Source: an optimization exercise on an open RTL-to-GDS flow (aim: small area, a short achievable clock period and few clock cycles per item). Production flows keep margins and buffers that such runs may drop.
The RTL was checked by simulation tests, not by an equivalence proof against the original design.
Power figures rest on the tool's default switching activity, not on a simulated workload.

## flow/design.v (module list and top-level ports; edited modules follow where they fit)
// module isfs_unit: 125 lines
// module isfs_sub: 29 lines
// module isfs_add: 29 lines
// module isfs_mul_csa: 332 lines
// module isfs_sq_csa: 275 lines
// module inverse_square_field_sum_core: 372 lines
module inverse_square_field_sum_core
(
    input  logic                     clk,
    input  logic                     rst_n,
    input  logic                     in_valid,
    output logic                     in_stall,
    input  isfs_pkg::isfs_in_t                 in_data,
    output logic                     out_valid,
    input  logic                     out_stall,
    output isfs_pkg::isfs_out_t                out_data,
    input  logic                     cfg_we,
    input  logic [CFG_IDX_BITS-1:0]  cfg_index,
    input  logic [CFG_DATA_BITS-1:0] cfg_data
);
  // ...
==> flow/run.sh <==
#!/bin/bash
# synth_recipe.tcl (not shown) runs the flow's synth.tcl, then flattens the netlist and writes it again
# the make line also repeats each setting of config.mk as NAME=value (left out here)
make -C /OpenROAD-flow-scripts/flow DESIGN_CONFIG=/design/flow/config.mk WORK_HOME=/design/flow/orfs CLKGATE_MAP_FILE= SYNTH_SCRIPT=/design/flow/synth_recipe.tcl finish
==> flow/config.mk <==
export PLATFORM = sky130hd
export DESIGN_NAME = inverse_square_field_sum_core
export DESIGN_NICKNAME = inverse_square_field_sum_core
export VERILOG_FILES = /design/flow/design.v
export SDC_FILE = /design/flow/constraint.sdc
export NUM_CORES = 4
export LEC_CHECK = 0
export ABC_AREA = 1
export CAP_MARGIN = 20
export CORE_MARGIN = 2
export CORE_UTILIZATION = 60
export CTS_CLUSTER_DIAMETER = 70
export CTS_CLUSTER_SIZE = 16
export SETUP_SLACK_MARGIN = 5
export SLEW_MARGIN = 20
==> flow/constraint.sdc <==
create_clock -name core_clock -period 9.0 [get_ports {clk}]
set_input_delay 1.8000 -clock core_clock [delete_from_list [all_inputs] [get_ports {clk}]]
set_output_delay 1.8000 -clock core_clock [all_outputs]
set_load 0.01 [all_outputs]
==> flow_summary.json, run 1 <==
{
  "synth-async-reset-ratio_pct": 11.7,
  "yosys.cell_types.count": 59,
  "clockBufferDepth": 3,
  "overflow": 0,
  "die_area_um2": 143000,
  "avgRoutedWirePerCell_um": 21.4,
  "synth_nets": 10996,
  "run_status": "finished clean",
  "use_met3_pct": 4.74,
  "area_delta_synth_final_pct": 8.31,
  "worstReg2RegEnd": "g_lane[3].u_lane.s_r[5]",
  "yosysTopAreaCell": "dfxtp_1",
  "final_cell_mix": "2420 x nand2_1, 1573 x inv_1, 960 x dfxtp_1",
  "ys_seq_area_share_pct": 40.5,
  "postCtsSetupRepairBufs": 15,
  "pre_cts_slack_ns": 3.99,
  "num_vias": 66218,
  "nFillCells": 11845,
  "yosysWarnings": 23,
  "synth-simple-area-share_pct": 17.1,
  "p_comb_share_pct": 42.0,
  "synth.top_cells.by_area": "dfxtp_1 23%, edfxtp_1 12%, nand2_1 11%",
  "num_antenna_cells": 2,
  "synth-edff-count": 348,
  "cp.depth": 1,
  "routed_wl_um": 252000,
  "clkTransAtPathRegs_ns": 0.08,
  "grt_busiest_layer": "met2",
  "cts_tree": "built",
  "comb-power_uw": 10700,
  "fin_skew_ns": 0.0335,
  "met1_usage_pct": 45.6,
  "fin_crit_sh_pct": 43.8,
  "netlist_area_um2": 84000,
  "crit_start": "sumx[0]",
  "synth_top_area_share_pct": 22.9
}
Testbench counts, summed over its fixed seeds: cycles 16,512, items 960.
==> run 2, diff against run 1 <==
--- a/flow/config.mk
+++ b/flow/config.mk
@@ -8,8 +8,8 @@
 export ABC_AREA = 1
 export CAP_MARGIN = 20
 export CORE_MARGIN = 2
-export CORE_UTILIZATION = 60
-export CTS_CLUSTER_DIAMETER = 70
-export CTS_CLUSTER_SIZE = 16
+export CORE_UTILIZATION = 65
+export CTS_CLUSTER_DIAMETER = 80
+export CTS_CLUSTER_SIZE = 20
 export SETUP_SLACK_MARGIN = 5
 export SLEW_MARGIN = 20
==> run 2 against run 1 <==
Against the previous run:
- hold slack better by 0.0071 ns
- clock skew grew 0.022 ns
- sequential share of layout area rose by 0.57 points
- critical endpoint is now zm
- cell count down 1.8%
- non-clock buffer count down 9
==> flow_summary.json, run 2 <==
{
  "run_status": "finished clean",
  "post-dp-hpwl_um": 176000,
  "synth-edff-count": 348,
  "cpLargestDelayFamily": "simple AND/OR/NAND/NOR gates",
  "drc": 0,
  "cts_tree": "built",
  "synthTopCellsByCount": "2431 x nand2_1, 1585 x inv_1, 961 x dfxtp_1",
  "use_met3_pct": 4.37,
  "overflow": 0,
  "synthMuxAreaShare_pct": 0.0238,
  "clockBufferDepth": 3,
  "yosys_register_bits": 1482,
  "detail_route.first_pass.iterations": 7,
  "yosys.cell_types.count": 59,
  "nFillCells": 10315,
  "fp.coreArea_um2": 128000,
  "cp_slowest_cell": "nor2_2",
  "start_util_pct": 65.7,
  "synthXorXnorAreaFrac_pct": 2.81,
  "critPathBufInv": 2,
  "grt_busiest_layer": "met2",
  "crit_chain": "nor2_2 -> inv_1 -> a221oi_1 -> ha_1 -> fa_1 -> inv_1 -> nand3_1 -> nand2_1 -> o21ai_1 -> nand3_1 -> nor2_1 -> nand2_1 -> nor2_1 -> nand3_1 -> nor2_1",
  "rsz0062_at_grt": "yes",
  "num_vias": 66241,
  "setup_viol": 0,
  "grt_pass1_wl_um": 370000,
  "routabilityCongestion": 0.945,
  "grt_max_degree": 91,
  "die_y_um": 364,
  "ir_drop_v": 0.000506,
  "p_leak_uw": 0.0455,
  "drv_cap": 0,
  "relSlewSlack_pct": 26.1,
  "fin_skew_ns": 0.0556,
  "synth_top_family_by_area": "adder cells",
  "crit_path_start_kind": "flop",
  "avgSynthCellArea_um2": 8.48,
  "holdCritPathClass": "reg2reg",
  "routed_wl_um": 240000,
  "ff2ff_setup_slack_ns": 5.07,
  "dominantRegCellSynth": "dfxtp_1",
  "synthAdderAreaFrac_pct": 19.4,
  "crit_arrival_ns": 4.59,
  "antenna_found_initial": 7,
  "die_w_um": 364,
  "synth-simple-area-share_pct": 17.1,
  "path_max_fanout": 19,
  "clock_latency_ns": 0.75,
  "yosysWarnings": 23,
  "h-tree-depth": 3,
  "synth_nets": 10996,
  "cts_root_buf": "clkbuf_16",
  "netlist_area_um2": 84000,
  "grt.total_usage_pct": 36.4,
  "finalNetCount": 10856,
  "num_rows": 131,
  "power_density_nw_per_um2": 273,
  "synth_compound_area_share_pct": 10.7,
  "drtAntennaViolNets": 0,
  "area_delta_synth_final_pct": 6.70,
  "first_iter_violations": 6089,
  "reg.largest.list": "g_lane.u_lane.d2: 105 flops, g_lane.u_lane.m_r: 105 flops",
  "yosysTopAreaCell": "dfxtp_1",
  "max_stage_delay_ns": 0.96,
  "hold_viol": 0,
  "grtUsageMet2_pct": 60.4,
  "cp-end-kind": "flop",
  "avgRoutedWirePerCell_um": 20.8,
  "mostFrequentLayoutCell": "nand2_1",
  "synth_top_area_share_pct": 22.9,
  "drive_gt1_share_pct": 4.38,
  "tns_ns": 0,
  "yosysMostFrequentCell": "nand2_1",
  "ys_seq_area_share_pct": 40.5,
  "path_class": "reg2reg",
  "fmax_mhz": 255,
  "cts_made_buffers": 89,
  "power_uw": 24400,
  "synth-async-reset-ratio_pct": 11.7,
  "tightestPinTransition_ns": 1.11,
  "required_ns": 9.66,
  "synth.top_cells.by_area": "dfxtp_1 23%, edfxtp_1 12%, nand2_1 11%",
  "viasPerCell": 5.72,
  "cts.sinks": 1482,
  "fin_crit_sh_pct": 43.7,
  "io_pins": 94,
  "met1_usage_pct": 47.1,
  "synth_cells": 9913,
  "io_buffer_count": 93,
  "die_area_um2": 132000,
  "grt_pass1_vias": 64690,
  "clkTransAtPathRegs_ns": 0.09,
  "final_cell_mix": "2418 x nand2_1, 1574 x inv_1, 960 x dfxtp_1",
  "slew_violations": 0,
  "period_needed_ns": 3.93
}
[run 2: cell counts after synthesis]
Identical to the previous run, type by type.
[run 2: repair_timing]
item                                    in CTS  in global routing
setup buffers                                8                 24
cloned                                       0                  3
pin swaps                                    2                  6
hold buffers                                 0                  0
endpoints found under the setup margin     253                253
hold endpoints to repair                     0                  0
resized for setup                           73                 53
[run 2: cells by family after synthesis]
logic type / after synthesis
XOR/XNOR: 270
adder cells (fa/ha/maj): 1031
buffers and inverters: 2054
AO/OA/AOI/OAI: 1555
AND/OR/NAND/NOR: 3519
multiplexers: 2
flip-flops: 1482
[run 2: where the power goes]
group / switching [uW] / leakage, uW / internal, uW / total [uW]
Sequential: 949 / 0.0135 / 8440 / 9390
Combinational: 6370 / 0.0307 / 4290 / 10700
Clock: 2350 / 0.00133 / 2040 / 4400
Total: 9670 / 0.0455 / 14800 / 24400
[run 2: routing by layer]
metal  routed length (um)  up-vias  share of wire (%)
met2               112000     2511                 47
met1                96500    31731                 40
met3                17300      586                7.2
li1                     -    31413                  -
met5                    0        -                  0
met4                14100        0                5.9
[run 2: metrics by stage]
stage          cell area [um2]  setup slack, ns  hold slack, ns  cells  util [%]
5_1_grt                  89700             4.85           0.425  11573      70.0
6_report                 89700             5.07           0.418  11576      70.0
3_5_place_dp             86000             4.09           0.405  11375      67.2
2_1_floorplan            84100             5.03           0.400   9913         -
3_3_place_gp             86000             4.23           0.400  11375      67.2
4_1_cts                  89100             5.00           0.418  11544      69.6
[run 2: worst paths after layout]
| check | from | end | cells after the start |
|---|---|---|---|
| setup reg to reg | ring[4] | zm | 15 |
| hold / removal | rc[1] | rb[1] | 0 |
| min in group asynchronous | rst_n | strength_reg[4] | 1 |
| max in group asynchronous | rst_n | ring[10] | 2 |
| setup / recovery | ring[4] | zm | 15 |
| hold reg to reg | rc[1] | rb[1] | 0 |
[run 2: area by class of cell]
class / count / area (um2) / share of cell area (%)
antenna: 4 / 10.0 / 0.0112
sequential: 1482 / 34100 / 38.0
tap: 1729 / 2160 / 2.41
timing repair buffer: 216 / 2140 / 2.38
clock buffer: 144 / 2560 / 2.85
multi-input combinational: 6377 / 42400 / 47.3
timing repair inverter: 2 / 12.5 / 0.0140
inverter: 1605 / 6080 / 6.78
clock inverter: 17 / 201 / 0.225
==> module isfs_unit, before the edit <==
module isfs_unit #(parameter int A0 = 0, parameter int SL = 16)
(
    input  logic        clk,
    input  logic [SL-1:0] ring,      
    input  logic        aload,       
    input  logic        xload,       
    input  logic        yload,       
    input  logic [20:0] d2_in,
    input  logic        ovf_in,
    input  logic [4:0]  sr_in,       
    input  logic [3:0]  sq_in,       
    input  logic [20:0] mr_in,       
    input  logic        mb_in,       
    input  logic [6:0]  mt_in,       
    input  logic [18:0] br_in,       
    input  logic [15:0] bq_in,       
    input  logic [18:0] r_in,
    input  logic        sgx_in,
    input  logic        sgy_in,
    input  logic        skip_in,
    output logic [15:0] mq,
    output logic        ovf,
    output logic [18:0] root,
    output logic [15:0] xq,
    output logic [15:0] yq,
    output logic        sgx,
    output logic        sgy,
    output logic        skx,
    output logic        sky
);
    logic [20:0] d2;
    logic [20:0] m_r;
    logic [15:0] m_q;
    logic [19:0] s_r;
    logic [18:0] s_q;
    logic [18:0] r;
    logic [18:0] x_r, y_r;
    logic [15:0] x_q, y_q;
    logic        sgy_l, sky_l;
    logic [1:0] pair;
    always_comb
    begin
        pair = 2'b00;
        for (int k = 0; k < 7; k++)
            if (ring[(A0 + 1 + k) % SL])
                pair = pair | d2[13-2*k -: 2];
    end
    logic [21:0] m_t, s_t;
    logic [22:0] m_d, s_d;
    logic        m_take, s_take;
    always_comb
    begin
        m_t    = {m_r, m_q[15]};
        m_take = !m_d[22];
        s_t    = {s_r, pair};
        s_take = !s_d[22];
    end
    always_ff @(posedge clk)
    begin
        if (aload)
        begin
            d2  <= d2_in;
            ovf <= ovf_in;
            m_r <= mr_in;
            m_q <= {mt_in, 8'h00, mb_in};
            s_r <= {15'd0, sr_in};
            s_q <= {15'd0, sq_in};
        end
        else
        begin
            m_r <= m_take ? m_d[20:0] : m_t[20:0];
            m_q <= {m_q[14:0], m_take};
            s_r <= s_take ? s_d[19:0] : s_t[19:0];
            s_q <= {s_q[17:0], s_take};
        end
    end
    isfs_sub #(.N(22)) u_ms (.t(m_t), .d({1'b0, d2}), .diff(m_d[21:0]), .borrow(m_d[22]));
    isfs_sub #(.N(22)) u_ss (.t(s_t), .d({2'b00, s_q[17:0], 2'b01}), .diff(s_d[21:0]), .borrow(s_d[22]));
    logic [19:0] x_t, y_t;
    logic [20:0] x_d, y_d;
    logic        x_take, y_take;
    always_comb
    begin
        x_t    = {x_r, x_q[15]};
        x_take = !x_d[20];
        y_t    = {y_r, y_q[15]};
        y_take = !y_d[20];
    end
    isfs_sub #(.N(20)) u_xs (.t(x_t), .d({1'b0, r}), .diff(x_d[19:0]), .borrow(x_d[20]));
    isfs_sub #(.N(20)) u_ys (.t(y_t), .d({1'b0, r}), .diff(y_d[19:0]), .borrow(y_d[20]));
    always_ff @(posedge clk)
    begin
        if (xload)
        begin
            r     <= r_in;
            x_r   <= br_in;
            x_q   <= bq_in;
            sgx   <= sgx_in;
            sgy_l <= sgy_in;
            skx   <= skip_in;
            sky_l <= skip_in;
        end
        else
        begin
            x_r <= x_take ? x_d[18:0] : x_t[18:0];
            x_q <= {x_q[14:0], x_take};
        end
        if (yload)
        begin
            y_r <= br_in;
            y_q <= bq_in;
            sgy <= sgy_l;
            sky <= sky_l;
        end
        else
        begin
            y_r <= y_take ? y_d[18:0] : y_t[18:0];
            y_q <= {y_q[14:0], y_take};
        end
    end
    assign mq   = m_q;
    assign root = s_q;
    assign xq   = x_q;
    assign yq   = y_q;
endmodule
==> module inverse_square_field_sum_core, before the edit <==
module inverse_square_field_sum_core
(
    input  logic                     clk,
    input  logic                     rst_n,
    input  logic                     in_valid,
    output logic                     in_stall,
    input  isfs_pkg::isfs_in_t                 in_data,
    output logic                     out_valid,
    input  logic                     out_stall,
    output isfs_pkg::isfs_out_t                out_data,
    input  logic                     cfg_we,
    input  logic [CFG_IDX_BITS-1:0]  cfg_index,
    input  logic [CFG_DATA_BITS-1:0] cfg_data
);
    localparam int NL = MAX_SOURCES;
    logic [2:0]                   count_reg;
    logic [2*COORD_BITS-1:0]      src_reg [NL];
    logic [23:0]                  strength_reg;
    logic [MAG_BITS-1:0]          cap_reg;
    logic [SLOT-1:0]              ring;
    logic                         par;             
    logic                         xadd, yadd;      
    logic                         va, vb, vc;      
    logic                         ha, hb, hc;      
    logic                         blocked;
    logic                         reinj;
    logic                         acc_en;
    logic                         ready;
    logic                         out_valid_reg;
    logic [2*COORD_BITS-1:0]      pa, pb, pc;      
    logic [COORD_BITS-1:0]        uxa, uya;        
    logic                         sxa, sya;
    logic [D2_BITS-1:0]           d2s, d2k;        
    logic [D2_BITS-1:0]           d2c;
    logic [MAG_BITS-1:0]          magc;
    logic [ROOT_BITS-1:0]         rc, rb;
    logic [COORD_BITS-1:0]        um;
    logic                         sm, zm;
    logic                         sgx_h, zx_h, sgy_h, sk_h;
    logic [PROD_BITS-1:0]         ps, pk;          
    logic [PROD_BITS-1:0]         prod;
    logic [15:0]                  aq;
    logic                         as, ac;
    logic signed [SUM_BITS-1:0]   sumx, sumy;
    logic [15:0]                  l_mq   [NL];
    logic                         l_ovf  [NL];
    logic [18:0]                  l_root [NL];
    logic [15:0]                  l_xq   [NL];
    logic [15:0]                  l_yq   [NL];
    logic                         l_sgx  [NL];
    logic                         l_sgy  [NL];
    logic                         l_skx  [NL];
    logic                         l_sky  [NL];
    logic                         ovfc;
    logic [4:0]                   sr4;
    logic [3:0]                   sq4;
    logic [20:0]                  mr1;
    logic                         mb1;
    logic [18:0]                  br1;
    logic [15:0]                  bq1;
    logic                         empty;
    logic                         adv;
    logic                         take;
    logic                         deliver;
    logic [2:0]                   cnt_eff;
    logic [NL-1:0]                lact;
    assign cnt_eff = (count_reg > 3'd5) ? 3'd5 : count_reg;
    always_comb
        for (int i = 0; i < NL; i++)
            lact[i] = (3'(i) < cnt_eff);
    assign empty    = !va && !vb && !vc && !blocked;
    assign take     = in_valid && ready;
    assign adv      = ring[SLOT-1] || take;
    assign deliver  = vc && !out_valid_reg && (!blocked || hc);
    assign in_stall = !ready;
    for (genvar j = 0; j < NL; j++)
    begin : g_lane
        isfs_unit #(.A0(2*j+3), .SL(SLOT)) u_lane (
            .clk      (clk),
            .ring     (ring),
            .aload    (ring[2*j+3]),
            .xload    (ring[2*j+6]),
            .yload    (ring[2*j+7]),
            .d2_in    (d2c),
            .ovf_in   (ovfc),
            .sr_in    (sr4),
            .sq_in    (sq4),
            .mr_in    (mr1),
            .mb_in    (mb1),
            .mt_in    (strength_reg[6:0]),
            .br_in    (br1),
            .bq_in    (bq1),
            .r_in     (rb),
            .sgx_in   (sgx_h),
            .sgy_in   (sgy_h),
            .skip_in  (sk_h),
            .mq       (l_mq[j]),
            .ovf      (l_ovf[j]),
            .root     (l_root[j]),
            .xq       (l_xq[j]),
            .yq       (l_yq[j]),
            .sgx      (l_sgx[j]),
            .sgy      (l_sgy[j]),
            .skx      (l_skx[j]),
            .sky      (l_sky[j])
        );
    end
    logic [2*COORD_BITS-1:0]      srcf, srcb;
    logic [15:0]                  mq_sel;
    logic                         ovf_sel;
    logic [18:0]                  root_sel;
    logic [15:0]                  q_sel;
    logic                         s_sel, k_sel;
    always_comb
    begin
        srcf     = '0;
        srcb     = '0;
        mq_sel   = '0;
        ovf_sel  = 1'b0;
        root_sel = '0;
        q_sel    = '0;
        s_sel    = 1'b0;
        k_sel    = 1'b0;
        for (int i = 0; i < NL; i++)
        begin
            if (ring[2*i])
                srcf = srcf | src_reg[i];
            if (ring[2*i+3] || ring[2*i+4])
                srcb = srcb | src_reg[i];
            if (ring[2*i+3])
            begin
                mq_sel   = mq_sel | l_mq[i];
                ovf_sel  = ovf_sel | l_ovf[i];
                root_sel = root_sel | l_root[i];
            end
            if (ring[2*i+6])
            begin
                q_sel = q_sel | l_xq[i];
                s_sel = s_sel | l_sgx[i];
                k_sel = k_sel | (lact[i] && !l_skx[i]);
            end
            if (ring[(2*i+7) % SLOT])
            begin
                q_sel = q_sel | l_yq[i];
                s_sel = s_sel | l_sgy[i];
                k_sel = k_sel | (lact[i] && !l_sky[i]);
            end
        end
    end
    logic [D2_BITS-1:0] d2s_n, d2k_n;
    isfs_sq_csa u_sq (.ux(uxa), .sx(sxa), .uy(uya), .sy(sya), .vs(d2s_n), .vc(d2k_n));
    logic [20:0] md, od;
    logic        mbw, obw;
    isfs_sub #(.N(21)) u_md (.t({4'd0, strength_reg[23:7]}), .d(d2c), .diff(md), .borrow(mbw));
    isfs_sub #(.N(21)) u_od (.t({5'd0, strength_reg[23:8]}), .d(d2c), .diff(od), .borrow(obw));
    always_comb
    begin
        logic [6:0] t;
        logic [5:0] tr;
        logic [4:0] r;
        logic [3:0] q;
        ovfc = !obw;
        mb1  = !mbw;
        mr1  = mb1 ? md : {4'd0, strength_reg[23:7]};
        r = '0;
        q = '0;
        for (int k = 3; k >= 0; k--)
        begin
            t  = {r, (k == 3) ? {1'b0, d2c[20]} : d2c[14+2*k +: 2]};
            tr = {q, 2'b01};
            if (t >= {1'b0, tr})
            begin
                r = 5'(t - {1'b0, tr});
                q = {q[2:0], 1'b1};
            end
            else
            begin
                r = t[4:0];
                q = {q[2:0], 1'b0};
            end
        end
        sr4 = r;
        sq4 = q;
    end
    logic [PROD_BITS-1:0] ps_n, pk_n;
    isfs_mul_csa u_mul (.m(magc), .u(um), .s(sm), .vs(ps_n), .vc(pk_n));
    logic [18:0] bd;
    logic        bbw;
    isfs_sub #(.N(19)) u_bd (.t(prod[25:7]), .d(rb), .diff(bd), .borrow(bbw));
    assign br1 = bbw ? prod[25:7] : bd;
    assign bq1 = {prod[6:0], 8'h00, !bbw};
    logic [D2_BITS-1:0]   d2_n;
    logic [PROD_BITS-1:0] prod_n;
    isfs_add #(.N(D2_BITS))   u_d2a (.a(d2s), .b(d2k), .ci(1'b0), .s(d2_n));
    isfs_add #(.N(PROD_BITS)) u_pa  (.a(ps), .b(pk), .ci(1'b0), .s(prod_n));
    always_ff @(posedge clk)
    begin
        logic signed [COORD_BITS:0] ex, ey, em;
        ex  = $signed({1'b0, srcf[COORD_BITS-1:0]}) - $signed({1'b0, pa[COORD_BITS-1:0]});
        ey  = $signed({1'b0, srcf[2*COORD_BITS-1:COORD_BITS]})
            - $signed({1'b0, pa[2*COORD_BITS-1:COORD_BITS]});
        uxa <= ex[COORD_BITS-1:0] ^ {COORD_BITS{ex[COORD_BITS]}};
        sxa <= ex[COORD_BITS];
        uya <= ey[COORD_BITS-1:0] ^ {COORD_BITS{ey[COORD_BITS]}};
        sya <= ey[COORD_BITS];
        d2s <= d2s_n;
        d2k <= d2k_n;
        d2c <= d2_n;
        if (par)
        begin
            magc <= (ovf_sel || (mq_sel > cap_reg)) ? cap_reg : mq_sel;
            rc   <= root_sel;
            rb   <= rc;
            sgy_h <= sm;
            sk_h  <= zx_h && zm;
        end
        else
        begin
            sgx_h <= sm;
            zx_h  <= zm;
        end
        em = par ? $signed({1'b0, srcb[COORD_BITS-1:0]}) - $signed({1'b0, pb[COORD_BITS-1:0]})
                 : $signed({1'b0, srcb[2*COORD_BITS-1:COORD_BITS]})
                 - $signed({1'b0, pb[2*COORD_BITS-1:COORD_BITS]});
        um <= em[COORD_BITS-1:0] ^ {COORD_BITS{em[COORD_BITS]}};
        sm <= em[COORD_BITS];
        zm <= (em == '0);
        ps   <= ps_n;
        pk   <= pk_n;
        prod <= prod_n;
        aq <= q_sel;
        as <= s_sel;
        ac <= k_sel;
    end
    logic signed [SUM_BITS-1:0]   addv, sum_a;
    assign addv = ac ? $signed({5'd0, aq} ^ {SUM_BITS{as}}) : '0;
    isfs_add #(.N(SUM_BITS)) u_acc (.a(par ? sumx : sumy), .b(addv), .ci(ac && as), .s(sum_a));
    always_ff @(posedge clk)
    begin
        if (ring[6] && deliver)
        begin
            sumx <= $signed({3'b000, pc[COORD_BITS-1:0], 8'h00});
            sumy <= $signed({3'b000, pc[2*COORD_BITS-1:COORD_BITS], 8'h00});
        end
        if (acc_en && xadd)
            sumx <= sum_a;
        if (acc_en && yadd)
            sumy <= sum_a;
        if (acc_en && ring[0] && !sumx[SUM_BITS-1] && sumx[OUT_BITS-1])
            sumx <= SUM_BITS'({1'b0, {(OUT_BITS-1){1'b1}}});
        if (acc_en && ring[1] && !sumy[SUM_BITS-1] && sumy[OUT_BITS-1])
            sumy <= SUM_BITS'({1'b0, {(OUT_BITS-1){1'b1}}});
    end
    assign out_data.end_x = sumx[OUT_BITS-1:0];
    assign out_data.end_y = sumy[OUT_BITS-1:0];
    assign out_valid      = out_valid_reg;
    always_ff @(posedge clk)
    begin
        if (adv)
        begin
            pc <= pb;
            pb <= pa;
            if (reinj)
                pa <= pc;
            else if (take)
                pa <= in_data;
        end
    end
    logic [SLOT-1:0] ring_n;
    logic            va_n, vb_n, vc_n, ha_n, hb_n, hc_n;
    logic            blocked_n, reinj_n, acc_en_n, ready_n;
    always_comb
    begin
        ring_n    = adv ? SLOT'(1) : {ring[SLOT-2:0], ring[SLOT-1]};
        va_n      = va;
        vb_n      = vb;
        vc_n      = vc;
        ha_n      = ha;
        hb_n      = hb;
        hc_n      = hc;
        blocked_n = blocked;
        reinj_n   = reinj;
        acc_en_n  = acc_en;
        if (ring[1])
            acc_en_n = 1'b0;
        if (ring[6])
        begin
            acc_en_n = deliver;
            if (vc && !deliver)
            begin
                reinj_n = 1'b1;
                if (!blocked)
                begin
                    blocked_n = 1'b1;
                    hc_n      = 1'b1;
                end
            end
            if (deliver && hc)
                blocked_n = 1'b0;
        end
        if (adv)
        begin
            vc_n    = vb;
            hc_n    = hb;
            vb_n    = va;
            hb_n    = ha;
            va_n    = reinj || take;
            ha_n    = reinj && hc;
            reinj_n = 1'b0;
        end
        ready_n = (ring_n[SLOT-1] && !blocked_n && !reinj_n)
               || (!va_n && !vb_n && !vc_n && !blocked_n);
    end
    always_ff @(posedge clk or negedge rst_n)
    begin
        if (!rst_n)
        begin
            ring          <= SLOT'(1);
            par           <= 1'b0;
            xadd          <= 1'b0;
            yadd          <= 1'b0;
            va            <= 1'b0;
            vb            <= 1'b0;
            vc            <= 1'b0;
            ha            <= 1'b0;
            hb            <= 1'b0;
            hc            <= 1'b0;
            blocked       <= 1'b0;
            reinj         <= 1'b0;
            acc_en        <= 1'b0;
            ready         <= 1'b1;
            out_valid_reg <= 1'b0;
            count_reg     <= '0;
            strength_reg  <= STRENGTH_RESET;
            cap_reg       <= FORCE_CAP_RESET;
            for (int i = 0; i < NL; i++)
                src_reg[i] <= '0;
        end
        else
        begin
            ring    <= ring_n;
            par     <= |(ring_n & 16'hAAAA);
            xadd    <= ring_n[7] || ring_n[9] || ring_n[11] || ring_n[13] || ring_n[15];
            yadd    <= ring_n[8] || ring_n[10] || ring_n[12] || ring_n[14] || ring_n[0];
            va      <= va_n;
            vb      <= vb_n;
            vc      <= vc_n;
            ha      <= ha_n;
            hb      <= hb_n;
            hc      <= hc_n;
            blocked <= blocked_n;
            reinj   <= reinj_n;
            acc_en  <= acc_en_n;
            ready   <= ready_n;
            if (ring[1] && acc_en)
                out_valid_reg <= 1'b1;
            else if (!out_stall)
                out_valid_reg <= 1'b0;
            if (cfg_we)
            begin
                if (cfg_index == REG_SOURCE_COUNT)
                    count_reg <= cfg_data[2:0];
                else if (cfg_index == REG_STRENGTH)
                    strength_reg <= cfg_data;
                else if (cfg_index == REG_FORCE_CAP)
                    cap_reg <= cfg_data[MAG_BITS-1:0];
                else
                    src_reg[cfg_index - REG_SOURCE_A] <= cfg_data[2*COORD_BITS-1:0];
            end
        end
    end
endmodule
==> run 3, diff against run 2 <==
--- a/flow/design.v
+++ b/flow/design.v
@@ -9,7 +9,7 @@
     localparam int ROOT_BITS     = 19;
     localparam int MAG_BITS      = 16;
     localparam int PROD_BITS     = 26;
-    localparam int SLOT          = 16;    
+    localparam int SLOT          = 15;    
     localparam logic [CFG_IDX_BITS-1:0] REG_SOURCE_COUNT = 3'd0;
     localparam logic [CFG_IDX_BITS-1:0] REG_SOURCE_A     = 3'd1;
     localparam logic [CFG_IDX_BITS-1:0] REG_SOURCE_E     = 3'd5;
@@ -26,20 +26,18 @@
         logic signed [OUT_BITS-1:0] end_x;
     } isfs_out_t;
 endpackage
-module isfs_unit #(parameter int A0 = 0, parameter int SL = 16)
+module isfs_unit
 (
     input  logic        clk,
-    input  logic [SL-1:0] ring,      
     input  logic        aload,       
     input  logic        xload,       
     input  logic        yload,       
     input  logic [20:0] d2_in,
     input  logic        ovf_in,
-    input  logic [4:0]  sr_in,       
-    input  logic [3:0]  sq_in,       
+    input  logic [5:0]  sr_in,       
+    input  logic [4:0]  sq_in,       
     input  logic [20:0] mr_in,       
-    input  logic        mb_in,       
-    input  logic [6:0]  mt_in,       
+    input  logic [15:0] mq_in,       
     input  logic [18:0] br_in,       
     input  logic [15:0] bq_in,       
     input  logic [18:0] r_in,
@@ -61,18 +59,11 @@
     logic [15:0] m_q;
     logic [19:0] s_r;
     logic [18:0] s_q;
+    logic [11:0] rad;
     logic [18:0] r;
     logic [18:0] x_r, y_r;
     logic [15:0] x_q, y_q;
     logic        sgy_l, sky_l;
-    logic [1:0] pair;
-    always_comb
-    begin
-        pair = 2'b00;
-        for (int k = 0; k < 7; k++)
-            if (ring[(A0 + 1 + k) % SL])
-                pair = pair | d2[13-2*k -: 2];
-    end
     logic [21:0] m_t, s_t;
     logic [22:0] m_d, s_d;
     logic        m_take, s_take;
@@ -80,7 +71,7 @@
     begin
         m_t    = {m_r, m_q[15]};
         m_take = !m_d[22];
-        s_t    = {s_r, pair};
+        s_t    = {s_r, rad[11:10]};
         s_take = !s_d[22];
     end
     always_ff @(posedge clk)
@@ -90,9 +81,10 @@
             d2  <= d2_in;
             ovf <= ovf_in;
             m_r <= mr_in;
-            m_q <= {mt_in, 8'h00, mb_in};
-            s_r <= {15'd0, sr_in};
-            s_q <= {15'd0, sq_in};
+            m_q <= mq_in;
+            s_r <= {14'd0, sr_in};
+            s_q <= {14'd0, sq_in};
+            rad <= d2_in[11:0];
         end
         else
         begin
@@ -100,6 +92,7 @@
             m_q <= {m_q[14:0], m_take};
             s_r <= s_take ? s_d[19:0] : s_t[19:0];
             s_q <= {s_q[17:0], s_take};
+            rad <= {rad[9:0], 2'b00};
         end
     end
     isfs_sub #(.N(22)) u_ms (.t(m_t), .d({1'b0, d2}), .diff(m_d[21:0]), .borrow(m_d[22]));
@@ -837,7 +830,11 @@
     logic [23:0]                  strength_reg;
     logic [MAG_BITS-1:0]          cap_reg;
     logic [SLOT-1:0]              ring;
-    logic                         par;             
+    logic                         b0c;             
+    logic                         sxc;             
+    logic                         syc;             
+    logic                         sx2c;            
+    logic                         xld;             
     logic                         xadd, yadd;      
     logic                         va, vb, vc;      
     logic                         ha, hb, hc;      
@@ -850,14 +847,21 @@
     logic [COORD_BITS-1:0]        uxa, uya;        
     logic                         sxa, sya;
     logic [D2_BITS-1:0]           d2s, d2k;        
-    logic [D2_BITS-1:0]           d2c;
+    logic [D2_BITS-1:0]           d2c, d2c2;
+    logic [16:0]                  mr1;
+    logic                         mb1, ovf2;
+    logic [3:0]                   sr3;
+    logic [2:0]                   sq3;
     logic [MAG_BITS-1:0]          magc;
-    logic [ROOT_BITS-1:0]         rc, rb;
+    logic [ROOT_BITS-1:0]         rc, rb, rb2;
     logic [COORD_BITS-1:0]        um;
     logic                         sm, zm;
-    logic                         sgx_h, zx_h, sgy_h, sk_h;
+    logic                         sgx_h, sgx_h2, zx_h, sgy_h, sk_h;
     logic [PROD_BITS-1:0]         ps, pk;          
     logic [PROD_BITS-1:0]         prod;
+    logic [18:0]                  br1;
+    logic                         bb1;
+    logic [6:0]                   bt1;
     logic [15:0]                  aq;
     logic                         as, ac;
     logic signed [SUM_BITS-1:0]   sumx, sumy;
@@ -870,13 +874,12 @@
     logic                         l_sgy  [NL];
     logic                         l_skx  [NL];
     logic                         l_sky  [NL];
-    logic                         ovfc;
-    logic [4:0]                   sr4;
-    logic [3:0]                   sq4;
-    logic [20:0]                  mr1;
-    logic                         mb1;
-    logic [18:0]                  br1;
-    logic [15:0]                  bq1;
+    logic [5:0]                   sr5;
+    logic [4:0]                   sq5;
+    logic [20:0]                  mr2;
+    logic [15:0]                  mq2;
+    logic [18:0]                  br2;
+    logic [15:0]                  bq2;
     logic                         empty;
     logic                         adv;
     logic                         take;
@@ -894,23 +897,21 @@
     assign in_stall = !ready;
     for (genvar j = 0; j < NL; j++)
     begin : g_lane
-        isfs_unit #(.A0(2*j+3), .SL(SLOT)) u_lane (
+        isfs_unit u_lane (
             .clk      (clk),
-            .ring     (ring),
-            .aload    (ring[2*j+3]),
-            .xload    (ring[2*j+6]),
-            .yload    (ring[2*j+7]),
-            .d2_in    (d2c),
-            .ovf_in   (ovfc),
-            .sr_in    (sr4),
-            .sq_in    (sq4),
-            .mr_in    (mr1),
-            .mb_in    (mb1),
-            .mt_in    (strength_reg[6:0]),
-            .br_in    (br1),
-            .bq_in    (bq1),
+            .aload    (ring[2*j+4]),
+            .xload    (ring[(2*j+8) % SLOT]),
+            .yload    (ring[(2*j+9) % SLOT]),
+            .d2_in    (d2c2),
+            .ovf_in   (ovf2),
+            .sr_in    (sr5),
+            .sq_in    (sq5),
+            .mr_in    (mr2),
+            .mq_in    (mq2),
+            .br_in    (br2),
+            .bq_in    (bq2),
             .r_in     (rb),
-            .sgx_in   (sgx_h),
+            .sgx_in   (sgx_h2),
             .sgy_in   (sgy_h),
             .skip_in  (sk_h),
             .mq       (l_mq[j]),
@@ -944,21 +945,21 @@
         begin
             if (ring[2*i])
                 srcf = srcf | src_reg[i];
-            if (ring[2*i+3] || ring[2*i+4])
+            if (ring[2*i+4] || ring[2*i+5])
                 srcb = srcb | src_reg[i];
-            if (ring[2*i+3])
+            if (ring[2*i+4])
             begin
                 mq_sel   = mq_sel | l_mq[i];
                 ovf_sel  = ovf_sel | l_ovf[i];
                 root_sel = root_sel | l_root[i];
             end
-            if (ring[2*i+6])
+            if (ring[(2*i+8) % SLOT])
             begin
                 q_sel = q_sel | l_xq[i];
                 s_sel = s_sel | l_sgx[i];
                 k_sel = k_sel | (lact[i] && !l_skx[i]);
             end
-            if (ring[(2*i+7) % SLOT])
+            if (ring[(2*i+9) % SLOT])
             begin
                 q_sel = q_sel | l_yq[i];
                 s_sel = s_sel | l_sgy[i];
@@ -966,97 +967,138 @@
             end
         end
     end
-    logic [D2_BITS-1:0] d2s_n, d2k_n;
+    logic [D2_BITS-1:0] d2s_n, d2k_n, d2_n;
     isfs_sq_csa u_sq (.ux(uxa), .sx(sxa), .uy(uya), .sy(sya), .vs(d2s_n), .vc(d2k_n));
-    logic [20:0] md, od;
-    logic        mbw, obw;
-    isfs_sub #(.N(21)) u_md (.t({4'd0, strength_reg[23:7]}), .d(d2c), .diff(md), .borrow(mbw));
-    isfs_sub #(.N(21)) u_od (.t({5'd0, strength_reg[23:8]}), .d(d2c), .diff(od), .borrow(obw));
+    isfs_add #(.N(D2_BITS)) u_d2a (.a(d2s), .b(d2k), .ci(1'b0), .s(d2_n));
+    logic [20:0] md1, od;
+    logic        mbw1, obw;
+    isfs_sub #(.N(21)) u_md1 (.t({4'd0, strength_reg[23:7]}), .d(d2c), .diff(md1), .borrow(mbw1));
+    isfs_sub #(.N(21)) u_od  (.t({5'd0, strength_reg[23:8]}), .d(d2c), .diff(od), .borrow(obw));
+    logic [20:0] md2;
+    logic        mbw2;
+    isfs_sub #(.N(21)) u_md2 (.t({3'd0, mr1, strength_reg[6]}), .d(d2c2), .diff(md2), .borrow(mbw2));
+    assign mr2 = mbw2 ? {3'd0, mr1, strength_reg[6]} : md2;
+    assign mq2 = {strength_reg[5:0], 8'h00, mb1, !mbw2};
+    logic [3:0] sr3_n;
+    logic [2:0] sq3_n;
     always_comb
     begin
-        logic [6:0] t;
-        logic [5:0] tr;
-        logic [4:0] r;
-        logic [3:0] q;
-        ovfc = !obw;
-        mb1  = !mbw;
-        mr1  = mb1 ? md : {4'd0, strength_reg[23:7]};
+        logic [7:0] t;
+        logic [6:0] tr;
+        logic [5:0] r;
+        logic [4:0] q;
         r = '0;
         q = '0;
-        for (int k = 3; k >= 0; k--)
+        for (int k = 4; k >= 2; k--)
         begin
-            t  = {r, (k == 3) ? {1'b0, d2c[20]} : d2c[14+2*k +: 2]};
+            t  = {r, (k == 4) ? {1'b0, d2c[20]} : d2c[12+2*k +: 2]};
             tr = {q, 2'b01};
             if (t >= {1'b0, tr})
             begin
-                r = 5'(t - {1'b0, tr});
-                q = {q[2:0], 1'b1};
+                r = 6'(t - {1'b0, tr});
+                q = {q[3:0], 1'b1};
             end
             else
             begin
-                r = t[4:0];
-                q = {q[2:0], 1'b0};
+                r = t[5:0];
+                q = {q[3:0], 1'b0};
             end
         end
-        sr4 = r;
-        sq4 = q;
+        sr3_n = r[3:0];
+        sq3_n = q[2:0];
+        r = {2'b00, sr3};
+        q = {2'b00, sq3};
+        for (int k = 1; k >= 0; k--)
+        begin
+            t  = {r, d2c2[12+2*k +: 2]};
+            tr = {q, 2'b01};
+            if (t >= {1'b0, tr})
+            begin
+                r = 6'(t - {1'b0, tr});
+                q = {q[3:0], 1'b1};
+            end
+            else
+            begin
+                r = t[5:0];
+                q = {q[3:0], 1'b0};
+            end
+        end
+        sr5 = r;
+        sq5 = q;
     end
-    logic [PROD_BITS-1:0] ps_n, pk_n;
+    logic [PROD_BITS-1:0] ps_n, pk_n, prod_n;
     isfs_mul_csa u_mul (.m(magc), .u(um), .s(sm), .vs(ps_n), .vc(pk_n));
-    logic [18:0] bd;
-    logic        bbw;
-    isfs_sub #(.N(19)) u_bd (.t(prod[25:7]), .d(rb), .diff(bd), .borrow(bbw));
-    assign br1 = bbw ? prod[25:7] : bd;
-    assign bq1 = {prod[6:0], 8'h00, !bbw};
-    logic [D2_BITS-1:0]   d2_n;
-    logic [PROD_BITS-1:0] prod_n;
-    isfs_add #(.N(D2_BITS))   u_d2a (.a(d2s), .b(d2k), .ci(1'b0), .s(d2_n));
-    isfs_add #(.N(PROD_BITS)) u_pa  (.a(ps), .b(pk), .ci(1'b0), .s(prod_n));
+    isfs_add #(.N(PROD_BITS)) u_pa (.a(ps), .b(pk), .ci(1'b0), .s(prod_n));
+    logic [18:0] bd1, rdiv;
+    logic        bbw1;
+    isfs_sub #(.N(19)) u_bd1 (.t(prod[25:7]), .d(rb), .diff(bd1), .borrow(bbw1));
+    logic [19:0] bd2;
+    logic        bbw2;
+    assign rdiv = xld ? rb : rb2;
+    isfs_sub #(.N(20)) u_bd2 (.t({br1, bt1[6]}), .d({1'b0, rdiv}), .diff(bd2), .borrow(bbw2));
+    assign br2 = bbw2 ? {br1[17:0], bt1[6]} : bd2[18:0];
+    assign bq2 = {bt1[5:0], 8'h00, bb1, !bbw2};
     always_ff @(posedge clk)
     begin
         logic signed [COORD_BITS:0] ex, ey, em;
         ex  = $signed({1'b0, srcf[COORD_BITS-1:0]}) - $signed({1'b0, pa[COORD_BITS-1:0]});
         ey  = $signed({1'b0, srcf[2*COORD_BITS-1:COORD_BITS]})
             - $signed({1'b0, pa[2*COORD_BITS-1:COORD_BITS]});
-        uxa <= ex[COORD_BITS-1:0] ^ {COORD_BITS{ex[COORD_BITS]}};
-        sxa <= ex[COORD_BITS];
-        uya <= ey[COORD_BITS-1:0] ^ {COORD_BITS{ey[COORD_BITS]}};
-        sya <= ey[COORD_BITS];
-        d2s <= d2s_n;
-        d2k <= d2k_n;
-        d2c <= d2_n;
-        if (par)
+        uxa  <= ex[COORD_BITS-1:0] ^ {COORD_BITS{ex[COORD_BITS]}};
+        sxa  <= ex[COORD_BITS];
+        uya  <= ey[COORD_BITS-1:0] ^ {COORD_BITS{ey[COORD_BITS]}};
+        sya  <= ey[COORD_BITS];
+        d2s  <= d2s_n;
+        d2k  <= d2k_n;
+        d2c  <= d2_n;
+        d2c2 <= d2c;
+        mr1  <= mbw1 ? strength_reg[23:7] : md1[16:0];
+        mb1  <= !mbw1;
+        ovf2 <= !obw;
+        sr3  <= sr3_n;
+        sq3  <= sq3_n;
+        if (b0c)
         begin
             magc <= (ovf_sel || (mq_sel > cap_reg)) ? cap_reg : mq_sel;
             rc   <= root_sel;
-            rb   <= rc;
-            sgy_h <= sm;
-            sk_h  <= zx_h && zm;
         end
-        else
+        if (sxc)
         begin
             sgx_h <= sm;
             zx_h  <= zm;
         end
-        em = par ? $signed({1'b0, srcb[COORD_BITS-1:0]}) - $signed({1'b0, pb[COORD_BITS-1:0]})
+        if (syc)
+        begin
+            rb    <= rc;
+            sgy_h <= sm;
+            sk_h  <= zx_h && zm;
+        end
+        if (sx2c)
+            sgx_h2 <= sgx_h;
+        if (xld)
+            rb2 <= rb;
+        em = b0c ? $signed({1'b0, srcb[COORD_BITS-1:0]}) - $signed({1'b0, pb[COORD_BITS-1:0]})
                  : $signed({1'b0, srcb[2*COORD_BITS-1:COORD_BITS]})
                  - $signed({1'b0, pb[2*COORD_BITS-1:COORD_BITS]});
-        um <= em[COORD_BITS-1:0] ^ {COORD_BITS{em[COORD_BITS]}};
-        sm <= em[COORD_BITS];
-        zm <= (em == '0);
+        um   <= em[COORD_BITS-1:0] ^ {COORD_BITS{em[COORD_BITS]}};
+        sm   <= em[COORD_BITS];
+        zm   <= (em == '0);
         ps   <= ps_n;
         pk   <= pk_n;
         prod <= prod_n;
+        br1  <= bbw1 ? prod[25:7] : bd1;
+        bb1  <= !bbw1;
+        bt1  <= prod[6:0];
         aq <= q_sel;
         as <= s_sel;
         ac <= k_sel;
     end
     logic signed [SUM_BITS-1:0]   addv, sum_a;
     assign addv = ac ? $signed({5'd0, aq} ^ {SUM_BITS{as}}) : '0;
-    isfs_add #(.N(SUM_BITS)) u_acc (.a(par ? sumx : sumy), .b(addv), .ci(ac && as), .s(sum_a));
+    isfs_add #(.N(SUM_BITS)) u_acc (.a(xadd ? sumx : sumy), .b(addv), .ci(ac && as), .s(sum_a));
     always_ff @(posedge clk)
     begin
-        if (ring[6] && deliver)
+        if (ring[8] && deliver)
         begin
             sumx <= $signed({3'b000, pc[COORD_BITS-1:0], 8'h00});
             sumy <= $signed({3'b000, pc[2*COORD_BITS-1:COORD_BITS], 8'h00});
@@ -1065,9 +1107,9 @@
             sumx <= sum_a;
         if (acc_en && yadd)
             sumy <= sum_a;
-        if (acc_en && ring[0] && !sumx[SUM_BITS-1] && sumx[OUT_BITS-1])
+        if (acc_en && ring[3] && !sumx[SUM_BITS-1] && sumx[OUT_BITS-1])
             sumx <= SUM_BITS'({1'b0, {(OUT_BITS-1){1'b1}}});
-        if (acc_en && ring[1] && !sumy[SUM_BITS-1] && sumy[OUT_BITS-1])
+        if (acc_en && ring[4] && !sumy[SUM_BITS-1] && sumy[OUT_BITS-1])
             sumy <= SUM_BITS'({1'b0, {(OUT_BITS-1){1'b1}}});
     end
     assign out_data.end_x = sumx[OUT_BITS-1:0];
@@ -1100,9 +1142,9 @@
         blocked_n = blocked;
         reinj_n   = reinj;
         acc_en_n  = acc_en;
-        if (ring[1])
+        if (ring[4])
             acc_en_n = 1'b0;
-        if (ring[6])
+        if (ring[8])
         begin
             acc_en_n = deliver;
             if (vc && !deliver)
@@ -1135,7 +1177,11 @@
         if (!rst_n)
         begin
             ring          <= SLOT'(1);
-            par           <= 1'b0;
+            b0c           <= 1'b0;
+            sxc           <= 1'b0;
+            syc           <= 1'b0;
+            sx2c          <= 1'b0;
+            xld           <= 1'b0;
             xadd          <= 1'b0;
             yadd          <= 1'b0;
             va            <= 1'b0;
@@ -1158,9 +1204,13 @@
         else
         begin
             ring    <= ring_n;
-            par     <= |(ring_n & 16'hAAAA);
-            xadd    <= ring_n[7] || ring_n[9] || ring_n[11] || ring_n[13] || ring_n[15];
-            yadd    <= ring_n[8] || ring_n[10] || ring_n[12] || ring_n[14] || ring_n[0];
+            b0c     <= ring_n[4] || ring_n[6] || ring_n[8] || ring_n[10] || ring_n[12];
+            sxc     <= ring_n[5] || ring_n[7] || ring_n[9] || ring_n[11] || ring_n[13];
+            syc     <= ring_n[6] || ring_n[8] || ring_n[10] || ring_n[12] || ring_n[14];
+            sx2c    <= ring_n[7] || ring_n[9] || ring_n[11] || ring_n[13] || ring_n[0];
+            xld     <= ring_n[8] || ring_n[10] || ring_n[12] || ring_n[14] || ring_n[1];
+            xadd    <= ring_n[9] || ring_n[11] || ring_n[13] || ring_n[0] || ring_n[2];
+            yadd    <= ring_n[10] || ring_n[12] || ring_n[14] || ring_n[1] || ring_n[3];
             va      <= va_n;
             vb      <= vb_n;
             vc      <= vc_n;
@@ -1171,7 +1221,7 @@
             reinj   <= reinj_n;
             acc_en  <= acc_en_n;
             ready   <= ready_n;
-            if (ring[1] && acc_en)
+            if (ring[4] && acc_en)
                 out_valid_reg <= 1'b1;
             else if (!out_stall)
                 out_valid_reg <= 1'b0;
==> flow/config.mk (replaced) <==
export PLATFORM = sky130hd
export DESIGN_NAME = inverse_square_field_sum_core
export DESIGN_NICKNAME = inverse_square_field_sum_core
export VERILOG_FILES = /design/flow/design.v
export SDC_FILE = /design/flow/constraint.sdc
export NUM_CORES = 4
export LEC_CHECK = 0
export CAP_MARGIN = 20
export CORE_MARGIN = 2
export CORE_UTILIZATION = 50
export SETUP_SLACK_MARGIN = 5
export SLEW_MARGIN = 20
==> run 3 against run 2 <==
Against the previous run:
- sequential cell count rose by 156
- first-iteration DRC count down 18%
- non-clock buffer count grew 64
- synthesized area rose by 9.4%
- register-to-register slack got worse by 0.22 ns
- die area is 42% higher
- clock skew shrank 0.024 ns
- core utilization down 13 points
- still clean on timing, DRC and antenna
- sequential share of layout area is 2.0 points lower
- synthesized cell count decreased by 11%
- routed wire length up 3.3%
==> flow_summary.json, run 3 <==
{
  "run_status": "finished clean",
  "clkTransAtPathRegs_ns": 0.06,
  "avgRoutedWirePerCell_um": 21.7,
  "yosys.cell_types.count": 96,
  "tightestPinTransition_ns": 1.35,
  "worstReg2RegStart": "xld",
  "fin_skew_ns": 0.0313,
  "p_comb_share_pct": 45.0,
  "area_delta_synth_final_pct": 12.5,
  "crit_arrival_ns": 4.89,
  "io_buffer_count": 93,
  "holdWs_ns": 0.323,
  "netlist_area_um2": 92000,
  "final_util_pct": 56.6,
  "pwr-share-clk_pct": 22.8,
  "die_y_um": 433,
  "hold_viol": 0,
  "post-dp-hpwl_um": 173000,
  "routabilityCongestion": 0.900,
  "num_rows": 157,
  "grt.total_usage_pct": 26.1,
  "clock_latency_ns": 0.83,
  "ir_drop_v": 0.000265,
  "relSlewSlack_pct": 9.96,
  "setup_viol": 0,
  "viasPerCell": 5.69,
  "cts_hold_buf": 0,
  "nFillCells": 15743,
  "die_area_um2": 187000,
  "synth.top_cells.by_area": "dfxtp_1 24%, edfxtp_1 11%, fa_1 10%",
  "final_cell_mix": "1100 x dfxtp_1, 888 x inv_1, 615 x ha_1",
  "grt_pass1_vias": 65132,
  "required_ns": 9.74,
  "slew_violations": 0,
  "cts_made_buffers": 179,
  "die_w_um": 433,
  "path_max_fanout": 7,
  "yosysMostFrequentCell": "dfxtp_1",
  "detail_route.first_pass.iterations": 9,
  "crit_path_start_kind": "flop",
  "routed_wl_um": 248000,
  "mostFrequentLayoutCell": "dfxtp_1",
  "synthTopCellsByCount": "1113 x dfxtp_1, 898 x inv_1, 621 x ha_1",
  "drv_cap": 0,
  "cts.sinks": 1638,
  "start_util_pct": 50.3,
  "cts_tree": "built",
  "grt_max_degree": 138,
  "switchingPower_uw": 12800,
  "ys_seq_area_share_pct": 40.4,
  "yosysTopAreaCell": "dfxtp_1",
  "dominantRegCellSynth": "dfxtp_1",
  "avgSynthCellArea_um2": 10.4,
  "synth-async-reset-ratio_pct": 10.7,
  "finalNetCount": 9986,
  "reg.largest.list": "g_lane.u_lane.d2: 105 flops, g_lane.u_lane.m_r: 105 flops",
  "io_pins": 94,
  "synth_nets": 9981,
  "h-tree-depth": 4,
  "first_iter_violations": 4986,
  "power_density_nw_per_um2": 330,
  "path_class": "reg2reg",
  "seq_power_share_pct": 32.2,
  "synth_top_area_share_pct": 24.2,
  "tns_ns": 0,
  "fin_crit_sh_pct": 46.1,
  "yosysWarnings": 19,
  "rsz0062_at_grt": "yes",
  "holdCritPathClass": "reg2reg",
  "crit_start": "xld",
  "min_from": "prod[2]",
  "grt_pass1_wl_um": 380000,
  "synth-edff-count": 349,
  "drtAntennaViolNets": 0,
  "p_leak_uw": 0.0451,
  "cts_root_buf": "clkbuf_16",
  "overflow": 0,
  "period_needed_ns": 4.15,
  "num_vias": 65229,
  "yosys_register_bits": 1638,
  "clockBufferDepth": 3,
  "fmax_mhz": 241,
  "antenna_found_initial": 11,
  "synth_cells": 8841,
  "power.internal_uw": 21300,
  "fp.coreArea_um2": 183000,
  "drc": 0,
  "drive_gt1_share_pct": 13.0,
  "cp-end-kind": "flop",
  "p_sw_share_pct": 37.6
}
==> run 3: changes by cell type after synthesis, sizes merged, moves of 121 or more <==
cell   change
mux2i    +229
nand3    -460
inv      -701
xnor2    +128
a22oi    +137
mux2     +418
a21o     +121
and2     +275
nor3     +134
dfxtp    +152
nor2b    +277
o21ai    -523
nand2   -2012
==> run 3: critical path, cell delays in order, from the launching register on <==
cell and delay [ns]:
dfrtp_4 0.52, mux2_4 0.34, ha_4 0.16, inv_2 0.06
fa_2 0.22, nor2b_2 0.05, o31a_1 0.31, a21oi_2 0.19
a21o_1 0.21, inv_2 0.05, a211o_1 0.31, fa_2 0.49
nor3b_4 0.18, a221oi_4 0.33, nand2_4 0.23, buf_4 0.20
a221oi_2 0.21
==> run 3: area by class of cell <==
type                       instances  area, um2  area share, %
sequential                      1638      37200           36.0
clock buffer                     258       5180           5.01
tap                             2464       3080           2.98
timing repair buffer             280       2860           2.76
multi-input combinational       5843      50600           48.9
antenna                            3       7.51        0.00725
clock inverter                    80       1080           1.04
inverter                         903       3400           3.29
timing repair inverter             1       7.51        0.00725
==> run 3: power groups by stage <==
stage	sequential, uW	clock [uW]	combinational (uW)
CTS	11000	7910	15100
global route	11200	8210	17700
detailed placement	11100	0	15000
finish	11000	7770	15400
floorplan	10400	0	12000
global placement	11100	0	14400
==> run 3: timing repair <==
item                       4_1_cts  5_1_grt
setup buffers                   30       64
hold endpoints to repair         0        0
setup endpoints to repair      437      368
pin swaps                       11       42
cloned                           2        7
resized for setup              129      214
==> run 3: cell families after synthesis <==
kind of cell | count (synthesis) | synth area share [%]
buffers and inverters | 1362 | 5.82
XOR/XNOR | 336 | 3.20
AO/OA/AOI/OAI | 1708 | 12.9
flip-flops | 1638 | 40.4
AND/OR/NAND/NOR | 2060 | 11.4
adder cells (fa/ha/maj) | 1088 | 18.6
multiplexers | 649 | 7.65
==> run 3: final timing paths <==
kind | endpoint | slack (ns) | depth (start not counted)
max | g_lane[3].u_lane.y_r[16] | 4.85 | 16
min | bt1[2] | 0.32 | 0
max reg2reg | g_lane[3].u_lane.y_r[16] | 4.85 | 16
min reg2reg | bt1[2] | 0.32 | 0
max in group asynchronous | strength_reg[15] | 6.05 | 3
min in group asynchronous | out_valid_reg | 0.98 | 1
==> run 3: routing by layer <==
| metal | GRT usage (%) | share of wire, % | vias up |
|---|---|---|---|
| met5 | 0 | 0.026 | - |
| met4 | 8.46 | 3.1 | 10 |
| met3 | 3.78 | 5.8 | 396 |
| met2 | 41.1 | 45 | 1774 |
| met1 | 36.8 | 46 | 32294 |
| li1 | - | - | 30755 |
==> run 3: per-stage QoR <==
| step | power, uW | setup slack (ns) | instances | instance area, um2 |
|---|---|---|---|---|
| after global placement | 25500 | 3.59 | 11022 | 94800 |
| after CTS | 34000 | 4.86 | 11393 | 102000 |
| after global routing | 37100 | 4.68 | 11468 | 103000 |
| after detailed placement | 26100 | 3.61 | 11023 | 94800 |
| after floorplan | 22400 | 5.01 | 8841 | 92000 |
| final | 34200 | 4.85 | 11470 | 103000 |
Testbench counts of run 3, summed over its fixed seeds: cycles 15,584, items 960.

port drivers added, routing unchanged:
The results above use ideal ports. As a check the final layouts listed here were re-extracted and re-timed, cells and wires unchanged. Step 1 assumes that a clkbuf_16 drives the clock port and a buf_2 every other input. Step 2 times the ports against the registers' clock, not the clock port: input delays grow and output delays shrink by t, the midpoint of the rising clock arrivals with the driver on. Slacks: no drivers / after step 1 / after step 2; pairs: no drivers / after step 1.
run | t, ns | slack for setup (ns) | hold slack, ns | worst setup path at the end
run 1 | 0.831 | 5.055 / 4.974 / 4.407 | 0.411 / 0.411 / 0.411 | input to register
run 2 | 0.802 | 5.071 / 5.071 / 4.538 | 0.418 / 0.418 / 0.418 | input to register
run 3 | 0.909 | 4.852 / 4.852 / 4.680 | 0.323 / 0.323 / 0.323 | input to register
After both steps every run listed still meets setup and hold. The setup slack of run 1, which loses most, moves by -0.081 ns with the drivers and by -0.648 ns with both steps.
